Background: an optimization exercise with open tools, aiming at small area, a short achievable clock period and few clock cycles per item. Do not read the settings as production practice.
Function was checked by simulation only, so behaviour that the tests miss may differ from the original.
Power is estimated from default activity; no workload was simulated.

== old ==
// sensor_reading_band_statistics
module sensor_reading_band_statistics #(
    parameter int unsigned MAX_READINGS = 1024
) (
    input  wire logic               i_clk,
    input  wire logic               i_rst_n,
    input  wire logic               i_valid,
    output logic                    o_ready,
    input  wire logic signed [15:0] i_reading,
    input  wire logic               i_last,
    output logic                    o_valid,
    input  wire logic               i_ready,
    output logic [LIMIT_W-1:0]      o_min_reading,
    output logic [LIMIT_W-1:0]      o_max_reading,
    output logic [LIMIT_W-1:0]      o_avg_reading,
    output logic [CNT_W-1:0]        o_valid_count,
    output logic [CNT_W-1:0]        o_skipped_count,
    output logic [CNT_W-1:0]        o_normal_count,
    output logic [CNT_W-1:0]        o_warning_count,
    output logic [CNT_W-1:0]        o_critical_count,
    output logic [CNT_W-1:0]        o_shutdown_count,
    output logic [POS_W-1:0]        o_first_alarm_index,
    output logic                    o_alarm_seen,
    output logic                    o_batch_empty,
    input  wire logic               psel,
    input  wire logic               penable,
    input  wire logic               pwrite,
    input  wire logic [3:0]         paddr,
    input  wire logic [31:0]        pwdata,
    output logic      [31:0]        prdata,
    output logic                    pready
);
For scale: ~1,600 cells after synthesis, about 380 flip-flops, ~220 I/O pins.
export LEC_CHECK = 0
export CAP_MARGIN = 20
export CORE_MARGIN = 2
export CORE_UTILIZATION = 40
export SETUP_SLACK_MARGIN = 3.2
export SLEW_MARGIN = 20
create_clock -name core_clock -period 6.0 [get_ports {i_clk}]
standard.sh (not shown) runs the stock make flow with config.mk's settings and CLKGATE_MAP_FILE= SYNTH_SCRIPT=/design/flow/synth_recipe.tcl, a recipe that flattens the netlist after the stock synthesis.
==> flow/flow/run.sh <==
#!/bin/bash
# The standard layout, with plain buffers (buf_2) on the ports instead of the
# delay cells that buffer_ports picks by default. Every port still gets its buffer.
set -euo pipefail
bash standard.sh BUFFER_PORTS_ARGS="-buffer_cell sky130_fd_sc_hd__buf_2" finish > standard_flow.log 2>&1
Testbench counts of old, summed over its fixed seeds: cycles 13,449, batches 384.
#### Input delta (new over old)
Settings: CTS_CLUSTER_DIAMETER newly set to 60; CTS_CLUSTER_SIZE newly set to 24; CORE_UTILIZATION changed from 40 to 65; SETUP_SLACK_MARGIN changed from 3.2 to 3.6.
==> summary.txt <==
Lower worst setup slack was reported by old, not new. new against old: total power of the final layout has decreased, data arrival time of the worst path went down, power consumed by the clock network lower.

========
## ember
Another version of the RTL of sensor_reading_band_statistics (not shown whole).
For scale: ~1800 cells after synthesis, about 390 flip-flops, about 220 I/O pins, ~18000 sq um of cells after synthesis.
export LEC_CHECK = 0
export ABC_AREA = 1
export CAP_MARGIN = 20
export CORE_MARGIN = 2
export CORE_UTILIZATION = 72
export CTS_CLUSTER_DIAMETER = 60
export CTS_CLUSTER_SIZE = 24
export SETUP_SLACK_MARGIN = 3.5
export SLEW_MARGIN = 20
create_clock -name core_clock -period 6.0 [get_ports {i_clk}]
Scripts as last shown in full above: flow/flow/run.sh
In summary, ember completed successfully, with a layout that passed the timing, DRC and antenna checks.
Testbench counts of ember, summed over its fixed seeds: cycles 13,449, batches 384.
Relative to ember, the following input files were edited for harbor:
Settings: CORE_UTILIZATION changed from 72 to 65.
### Flow results
Going from ember to harbor, via count shrank by a few percent.
Where detailed-placement wirelength estimate is concerned, ember is outperformed by harbor.
Comparing ember with harbor, the area added between synthesis and finish came out essentially unchanged.
harbor vs ember — post-route clock period utilization dropped 2.4 points.
In the flow results for ember and harbor, the width of the chip is larger on harbor.
Compared with ember, in harbor first-iteration DRC count decreased by 612 relative to the old numbers; setup slack increased by 0.14 ns relative to the old numbers.
Of ember and harbor, harbor shows the higher instance area after placement, with ember below it.
Largest incremental delay on the critical path in harbor vs ember: down 0.04 ns
Compared to ember, the routing of harbor uses less wire.
Relative to harbor, the following input files were edited for quartz:
Settings: removing ABC_AREA (formerly 1); changing SETUP_SLACK_MARGIN from 3.5 to 3.4.
### Flow results
Every run (harbor and quartz) finished clean.
Summary of quartz over harbor: met1 capacity usage during global routing now sits higher; count of non-CTS buffers in the layout moved up; cell area higher; combinational share of power decreased 0.3 points.
Power: harbor vs quartz, no meaningful difference
Detailed route, quartz vs harbor: via total lower for quartz
From harbor to quartz the numbers moved as follows: area growth from synthesis to final layout rose 3.7 points; internal cell power climbed about 1%.
Share of total power in sequential cells on quartz is down relative to harbor.
For maple, these inputs were changed with respect to quartz:
Settings: ABC_AREA newly set to 1; SETUP_SLACK_MARGIN changed from 3.4 to 3.6.
### Flow results
Going from quartz to maple, final instance count without filler cells grew by more than 10%.
[compare] base=quartz new=maple: cell depth of the worst setup path saw an increase, total detailed-routing wirelength saw an increase, starting density of the core saw an increase, share of synthesized area spent on multiplexers saw a decrease, share of power burned in the clock network saw an increase.
maple vs quartz: multi-input combinational cell area down in maple
For quartz, the start point of the critical path was u_dp.r_in_val[9], unlike maple, where it was u_dp.r_in_val[14].
maple vs. quartz: power drawn by the sequential cells level; fmax increased 5.1%; share of the final layout cell area in sequential cells grew by 0.75 points; routing usage on met1 shows a reduction of 0.54 points.
Inputs modified between maple and willow:
Settings: CTS_CLUSTER_DIAMETER now 70, was 60; CTS_CLUSTER_SIZE now 30, was 24; SETUP_SLACK_MARGIN now 3.5, was 3.6.
Findings:
In the metrics for maple and willow, the one carrying the higher setup slack is willow.
Summary — placement-stage worst setup slack, willow relative to maple: lower, by 0.75 ns.
A critical path startpoint of u_dp.r_in_val[5] is what willow shows, while u_dp.r_in_val[14] belongs to maple.
The highest layer used for signal routing comes out met4 in one run and met5 in the other, namely in willow and maple respectively.
Going from maple to willow, switching share of power climbed 0.37 points, maximum number of pins on one net before global-route repair moved up, worst-case vdd ir drop now smaller, floorplan die area now sits at about the same level.
Cell depth of the worst setup path came out exactly the same in maple and willow.
Comparing maple and willow, the lower clock power is on willow.
willow ends up with lower total routing usage reported by global routing than maple does.
| non-filler instance count after layout | willow vs maple | 40 lower |

static timing again, ports no longer ideal:
How much do the figures lean on ideal ports? The routed layouts below were timed once more, with nothing changed but the port constraints. Step 1, drivers: a clkbuf_16 drives i_clk and a buf_2 each remaining input, both assumed. Step 2 times the ports against the registers' clock, not the clock port: input delays grow and output delays shrink by t, the midpoint of the rising clock arrivals with the driver on. a / b / c = ideal / step 1 / step 2; a / b = the first two.
| run | t, ns | slack for setup (ns) | worst setup path after step 2 |
|---|---|---|---|
| old | 0.619 | 3.404 / 3.404 / 2.864 | input to register |
| new | 0.621 | 3.536 / 3.486 / 3.091 | input to register |
| ember | 0.612 | 3.454 / 3.454 / 3.023 | input to register |
| harbor | 0.609 | 3.598 / 3.546 / 3.067 | input to register |
| quartz | 0.598 | 3.380 / 3.380 / 2.903 | input to register |
| maple | 0.615 | 3.508 / 3.508 / 3.107 | input to register |
| willow | 0.579 | 3.575 / 3.575 / 3.055 | input to register |
After both steps every run listed still meets setup and hold. For old, which loses most, drivers alone change the setup slack by 0.000 ns; drivers and shift together by -0.540 ns.
